Context: an optimization exercise on an open-source flow, tuned for small area. The choices shown serve that exercise and are no tape-out recipe.
In this exercise RTL edits were held to simulation tests only and were not proved equivalent to the original.
No activity file was given, so power comes from the tool's default toggle rates.

==> inputs of violet <==
## axis_register
module axis_register #(
    parameter int MODE           = 0,
    parameter int TREADY_RST_VAL = 0,
    parameter int ENABLE_TKEEP   = 1,
    parameter int ENABLE_TLAST   = 1,
    parameter int ENABLE_TID     = 0,
    parameter int ENABLE_TDEST   = 0,
    parameter int ENABLE_TUSER   = 1,
    parameter int TDATA_WIDTH    = 512,
    parameter int TID_WIDTH      = 8,
    parameter int TDEST_WIDTH    = 8,
    parameter int TUSER_WIDTH    = 1
) (
    input  logic                     clk,
    input  logic                     rst,
    output logic                     s_tready,
    input  logic                     s_tvalid,
    input  logic [TDATA_WIDTH-1:0]   s_tdata,
    input  logic [TDATA_WIDTH/8-1:0] s_tkeep,
    input  logic                     s_tlast,
    input  logic [TID_WIDTH-1:0]     s_tid,
    input  logic [TDEST_WIDTH-1:0]   s_tdest,
    input  logic [TUSER_WIDTH-1:0]   s_tuser,
    input  logic                     m_tready,
    output logic                     m_tvalid,
    output logic [TDATA_WIDTH-1:0]   m_tdata,
    output logic [TDATA_WIDTH/8-1:0] m_tkeep,
    output logic                     m_tlast,
    output logic [TID_WIDTH-1:0]     m_tid,
    output logic [TDEST_WIDTH-1:0]   m_tdest,
    output logic [TUSER_WIDTH-1:0]   m_tuser
);
    localparam int KW = TDATA_WIDTH / 8;
    localparam int PW = TDATA_WIDTH + KW + 1 + TID_WIDTH + TDEST_WIDTH + TUSER_WIDTH;
    logic [KW-1:0]          keep_in;
    logic                   last_in;
    logic [TID_WIDTH-1:0]   id_in;
    logic [TDEST_WIDTH-1:0] dest_in;
    logic [TUSER_WIDTH-1:0] user_in;
    logic [PW-1:0]          s_payload;
  ...
==> module axis_register, before the edit <==
module axis_register #(
    parameter int MODE           = 0,
    parameter int TREADY_RST_VAL = 0,
    parameter int ENABLE_TKEEP   = 1,
    parameter int ENABLE_TLAST   = 1,
    parameter int ENABLE_TID     = 0,
    parameter int ENABLE_TDEST   = 0,
    parameter int ENABLE_TUSER   = 1,
    parameter int TDATA_WIDTH    = 512,
    parameter int TID_WIDTH      = 8,
    parameter int TDEST_WIDTH    = 8,
    parameter int TUSER_WIDTH    = 1
) (
    input  logic                     clk,
    input  logic                     rst,
    output logic                     s_tready,
    input  logic                     s_tvalid,
    input  logic [TDATA_WIDTH-1:0]   s_tdata,
    input  logic [TDATA_WIDTH/8-1:0] s_tkeep,
    input  logic                     s_tlast,
    input  logic [TID_WIDTH-1:0]     s_tid,
    input  logic [TDEST_WIDTH-1:0]   s_tdest,
    input  logic [TUSER_WIDTH-1:0]   s_tuser,
    input  logic                     m_tready,
    output logic                     m_tvalid,
    output logic [TDATA_WIDTH-1:0]   m_tdata,
    output logic [TDATA_WIDTH/8-1:0] m_tkeep,
    output logic                     m_tlast,
    output logic [TID_WIDTH-1:0]     m_tid,
    output logic [TDEST_WIDTH-1:0]   m_tdest,
    output logic [TUSER_WIDTH-1:0]   m_tuser
);
    localparam int KW = TDATA_WIDTH / 8;
    localparam int PW = TDATA_WIDTH + KW + 1 + TID_WIDTH + TDEST_WIDTH + TUSER_WIDTH;
    logic [KW-1:0]          keep_in;
    logic                   last_in;
    logic [TID_WIDTH-1:0]   id_in;
    logic [TDEST_WIDTH-1:0] dest_in;
    logic [TUSER_WIDTH-1:0] user_in;
    logic [PW-1:0]          s_payload;
    logic [PW-1:0]          m_payload;
    assign keep_in   = (ENABLE_TKEEP != 0) ? s_tkeep : '0;
    assign last_in   = (ENABLE_TLAST != 0) ? s_tlast : 1'b0;
    assign id_in     = (ENABLE_TID   != 0) ? s_tid   : '0;
    assign dest_in   = (ENABLE_TDEST != 0) ? s_tdest : '0;
    assign user_in   = (ENABLE_TUSER != 0) ? s_tuser : '0;
    assign s_payload = {s_tdata, keep_in, last_in, id_in, dest_in, user_in};
    logic [KW-1:0]          keep_out;
    logic                   last_out;
    logic [TID_WIDTH-1:0]   id_out;
    logic [TDEST_WIDTH-1:0] dest_out;
    logic [TUSER_WIDTH-1:0] user_out;
    assign {m_tdata, keep_out, last_out, id_out, dest_out, user_out} = m_payload;
    assign m_tkeep = (ENABLE_TKEEP != 0) ? keep_out : '0;
    assign m_tlast = (ENABLE_TLAST != 0) ? last_out : 1'b0;
    assign m_tid   = (ENABLE_TID   != 0) ? id_out   : '0;
    assign m_tdest = (ENABLE_TDEST != 0) ? dest_out : '0;
    assign m_tuser = (ENABLE_TUSER != 0) ? user_out : '0;
    if (MODE == 0) begin : g_skid
        logic          s_tready_q, s_tready_d;
        logic          m_tvalid_q, m_tvalid_d;
        logic [PW-1:0] out_q;
        logic [PW-1:0] skid_q;
        logic          accept;
        assign accept = s_tvalid && s_tready_q;
        assign m_tvalid_d = accept || (m_tvalid_q && (!m_tready || !s_tready_q));
        assign s_tready_d = !m_tvalid_q || m_tready || (s_tready_q && !s_tvalid);
        always_ff @(posedge clk or posedge rst) begin
            if (rst) begin
                s_tready_q <= (TREADY_RST_VAL != 0);
                m_tvalid_q <= 1'b0;
            end else begin
                s_tready_q <= s_tready_d;
                m_tvalid_q <= m_tvalid_d;
            end
        end
        always_ff @(posedge clk) begin
            if (!m_tvalid_q || m_tready) out_q <= s_tready_q ? s_payload : skid_q;
            if (s_tready_q)              skid_q <= s_payload;
        end
        assign s_tready  = s_tready_q;
        assign m_tvalid  = m_tvalid_q;
        assign m_payload = out_q;
    end else if (MODE == 1) begin : g_simple
        logic          s_tready_q, s_tready_d;
        logic          m_tvalid_q, m_tvalid_d;
        logic [PW-1:0] out_q, out_d;
        logic          accept;
        assign accept = s_tvalid && s_tready_q;
        always_ff @(posedge clk or posedge rst) begin
            if (rst) begin
                s_tready_q <= (TREADY_RST_VAL != 0);
                m_tvalid_q <= 1'b0;
                out_q      <= '0;
            end else begin
                s_tready_q <= s_tready_d;
                m_tvalid_q <= m_tvalid_d;
                out_q      <= out_d;
            end
        end
        always_comb begin
            m_tvalid_d = m_tvalid_q;
            out_d      = out_q;
            if (accept) begin
                m_tvalid_d = 1'b1;
                out_d      = s_payload;
            end else if (m_tready) begin
                m_tvalid_d = 1'b0;
            end
            s_tready_d = !m_tvalid_d;
        end
        assign s_tready  = s_tready_q;
        assign m_tvalid  = m_tvalid_q;
        assign m_payload = out_q;
    end else begin : g_bypass
        logic unused_clk_rst;
        assign unused_clk_rst = clk ^ rst;
        assign s_tready       = m_tready;
        assign m_tvalid       = s_tvalid;
        assign m_payload      = s_payload;
    end
endmodule
export LEC_CHECK = 0
export CAP_MARGIN = 20
export CORE_AREA = 5 5 295 295
export DIE_AREA = 0 0 300 300
export SLEW_MARGIN = 20
create_clock -name core_clock -period 3.0 [get_ports {clk}]
standard.sh (not shown) runs the stock make flow with config.mk's settings and CLKGATE_MAP_FILE= SYNTH_SCRIPT=/design/flow/synth_recipe.tcl, a recipe that flattens the netlist after the stock synthesis.
==> flow/flow/run.sh <==
#!/bin/bash
# The standard layout (standard.sh, standard synthesis unchanged) with these changes:
#  - port buffers made of the smallest buffer cell (buf_1);
#  - a clock tree of small leaf buffers (clkbuf_4) over clusters of up to 10 sinks,
#    clkbuf_8 inside the tree and a clkbuf_16 root, without dummy loads;
#  - power recovery after global route, which downsizes cells that have slack.
# Each tool's full output goes to its own log under orfs/logs/; make's output to flow_make.log.
set -euo pipefail
bash standard.sh \
  "PLACE_PINS_ARGS=-min_distance 1 -min_distance_in_tracks" \
  "BUFFER_PORTS_ARGS=-buffer_cell sky130_fd_sc_hd__buf_1" \
  "CTS_ARGS=-sink_clustering_enable -repair_clock_nets -dont_use_dummy_load -sink_clustering_size 10 -sink_clustering_max_diameter 40 -root_buf sky130_fd_sc_hd__clkbuf_16 -tree_buf sky130_fd_sc_hd__clkbuf_8 -sink_clustering_buffer sky130_fd_sc_hd__clkbuf_4 -buf_list {sky130_fd_sc_hd__clkbuf_4 sky130_fd_sc_hd__clkbuf_8 sky130_fd_sc_hd__clkbuf_16}" \
  RECOVER_POWER=100 \
  finish > flow_make.log 2>&1
==> delta (differences from violet) <==
--- a/flow/design.v
+++ b/flow/design.v
@@ -45,17 +45,11 @@
     assign dest_in   = (ENABLE_TDEST != 0) ? s_tdest : '0;
     assign user_in   = (ENABLE_TUSER != 0) ? s_tuser : '0;
     assign s_payload = {s_tdata, keep_in, last_in, id_in, dest_in, user_in};
-    logic [KW-1:0]          keep_out;
-    logic                   last_out;
     logic [TID_WIDTH-1:0]   id_out;
     logic [TDEST_WIDTH-1:0] dest_out;
-    logic [TUSER_WIDTH-1:0] user_out;
-    assign {m_tdata, keep_out, last_out, id_out, dest_out, user_out} = m_payload;
-    assign m_tkeep = (ENABLE_TKEEP != 0) ? keep_out : '0;
-    assign m_tlast = (ENABLE_TLAST != 0) ? last_out : 1'b0;
+    assign {m_tdata, m_tkeep, m_tlast, id_out, dest_out, m_tuser} = m_payload;
     assign m_tid   = (ENABLE_TID   != 0) ? id_out   : '0;
     assign m_tdest = (ENABLE_TDEST != 0) ? dest_out : '0;
-    assign m_tuser = (ENABLE_TUSER != 0) ? user_out : '0;
     if (MODE == 0) begin : g_skid
         logic          s_tready_q, s_tready_d;
         logic          m_tvalid_q, m_tvalid_d;
==> flow/flow/run.sh (replaced) <==
#!/bin/bash
set -euo pipefail
bash standard.sh \
  "BUFFER_PORTS_ARGS=-buffer_cell sky130_fd_sc_hd__buf_1" \
  "CTS_ARGS=-sink_clustering_enable -repair_clock_nets -dont_use_dummy_load" \
  finish > flow_make.log 2>&1
- CORE_AREA: 5 5 295 295 -> 5 5 285 285
- DIE_AREA: 0 0 300 300 -> 0 0 290 290
==> cedar (differences from violet) <==
--- a/flow/design.v
+++ b/flow/design.v
@@ -45,17 +45,11 @@
     assign dest_in   = (ENABLE_TDEST != 0) ? s_tdest : '0;
     assign user_in   = (ENABLE_TUSER != 0) ? s_tuser : '0;
     assign s_payload = {s_tdata, keep_in, last_in, id_in, dest_in, user_in};
-    logic [KW-1:0]          keep_out;
-    logic                   last_out;
     logic [TID_WIDTH-1:0]   id_out;
     logic [TDEST_WIDTH-1:0] dest_out;
-    logic [TUSER_WIDTH-1:0] user_out;
-    assign {m_tdata, keep_out, last_out, id_out, dest_out, user_out} = m_payload;
-    assign m_tkeep = (ENABLE_TKEEP != 0) ? keep_out : '0;
-    assign m_tlast = (ENABLE_TLAST != 0) ? last_out : 1'b0;
+    assign {m_tdata, m_tkeep, m_tlast, id_out, dest_out, m_tuser} = m_payload;
     assign m_tid   = (ENABLE_TID   != 0) ? id_out   : '0;
     assign m_tdest = (ENABLE_TDEST != 0) ? dest_out : '0;
-    assign m_tuser = (ENABLE_TUSER != 0) ? user_out : '0;
     if (MODE == 0) begin : g_skid
         logic          s_tready_q, s_tready_d;
         logic          m_tvalid_q, m_tvalid_d;
==> flow/flow/run.sh (replaced) <==
#!/bin/bash
set -euo pipefail
bash standard.sh \
  "PLACE_PINS_ARGS=-min_distance 1 -min_distance_in_tracks" \
  "BUFFER_PORTS_ARGS=-buffer_cell sky130_fd_sc_hd__buf_1" \
  "CTS_ARGS=-sink_clustering_enable -repair_clock_nets -dont_use_dummy_load -sink_clustering_size 40 -sink_clustering_max_diameter 60 -root_buf sky130_fd_sc_hd__clkbuf_16 -tree_buf sky130_fd_sc_hd__clkbuf_8 -sink_clustering_buffer sky130_fd_sc_hd__clkbuf_16 -buf_list {sky130_fd_sc_hd__clkbuf_4 sky130_fd_sc_hd__clkbuf_8 sky130_fd_sc_hd__clkbuf_16}" \
  RECOVER_POWER=100 \
  finish > flow_make.log 2>&1
==> juniper (differences from violet) <==
- GPL_ROUTABILITY_DRIVEN: unset -> 0
- GPL_TIMING_DRIVEN: unset -> 0
==> run summary <==
The total number of vias came out at 20900. The endpoint class of the critical path is a flip-flop. The end of the worst register-to-register path is g_skid.out_q[261].

The clock network power came out at 7.33 mW. During placement, the flow inserted port buffers numbering 1161. The max-slew headroom at the worst pin is 8.07%.

The worst min-delay path endpoint is g_skid.skid_q[198]. The flow ran to the end and the layout has no timing, DRC or antenna violations. The area of all placed cells without fillers came out at 43000 um^2.

The fraction of power consumed by combinational cells is 11.7%. The effective utilization at floorplan is 43.6%. The global placement routability congestion came out at 0.888.

At the end of the flow the core is filled with cells to 51.5%. After detailed routing, the met3 layer carries 13900 um of wire. TritonCTS built the clock tree. Of all power groups, the one with the highest power is registers. The total number of nets in the final design came out at 3709.

After layout, the worst path uses 88.5% of the clock period.
That was violet.
==> run summary <==
The run finished with no timing, DRC or antenna violations. The endpoint identified for the worst register-to-register timing path is g_skid.out_q[323]. Entering global routing, the biggest net connects 98 pins.

The worst pin sits at a relative slew slack of 9.42%. The clock network power came out at 9.14 mW. The number of buffers added on ports is 1161.

The fraction of the cycle the final worst path needs came out at 87.2%. The combinational power is 3.51 mW. The total number of vias came out at 20500. The fraction of the mapped netlist area in compound gates is 0.0446%.

The path with the worst hold slack has its endpoint at g_skid.skid_q[29]. Per report_power, the top consumer among the power groups is registers. The wire length on met3 is 13400 um. The finished cells cover 43700 um^2. Routability-driven placement finished with a final weighted congestion of 0.888. For this run, the post-layout net count is 3632.
That was cedar.
==> run summary <==
Row generation in the floorplan step produced 102 rows. For this configuration, the core starts out at a cell density of 47.0%. The multiplexer share of the synthesized area is 18.7%. The run stopped with a tool error. The flow stopped in I/O pin placement. The horizontal die dimension came out at 290 um.

The tool reported: "[ERROR PPL-0024] Number of IO pins (1194) exceeds maximum number of available positions (1044). Increase the die perimeter from 1160.00um to 1623.84um". The number of different library cells in the post-synthesis netlist came out at 14. In the synthesized netlist the dominant register cell turns out to be sky130_fd_sc_hd__edfxtp_1.
That was delta.
==> run summary <==
The fraction of the cycle the final worst path needs came out at 85.1%. The max-slew headroom at the worst pin is 29.5%. The flow ran to the end and the layout has no timing, DRC or antenna violations.

The clock network power came out at 7.32 mW. The effective utilization at floorplan came out at 43.6%. The worst register-to-register path ends at g_skid.out_q[369]. Once layout is done, the placed cells without fillers occupy 43500 um^2. The fraction of power consumed by combinational cells is 12.1%.

TritonCTS built the clock tree.
That was juniper.

-- static timing again, ports no longer ideal --
How much do the figures lean on ideal ports? The routed layouts below were timed once more, with nothing changed but the port constraints. Step 1: set_driving_cell puts a clkbuf_16 on clk and a buf_2 on each other input, an assumption about the parent block. Step 2 moves the port delays by t, midway between the first and last clock arrival at a register: inputs arrive t later, outputs are due t later. That takes back most of the time a late clock gives input paths. Three values: no drivers, after step 1, after step 2; two values: the first two.
run | t, ns | setup WS [ns] | pins driven straight from the clock port
violet | 0.694 | 0.345 / 0.345 / -0.054 | 1
cedar | 0.646 | 0.385 / 0.385 / 0.004 | 1
juniper | 0.666 | 0.448 / 0.448 / 0.046 | 1
Met with ideal ports but missed after step 2: setup timing in violet. The setup slack of juniper, which loses most, moves by 0.000 ns with the drivers and by -0.402 ns with both steps.
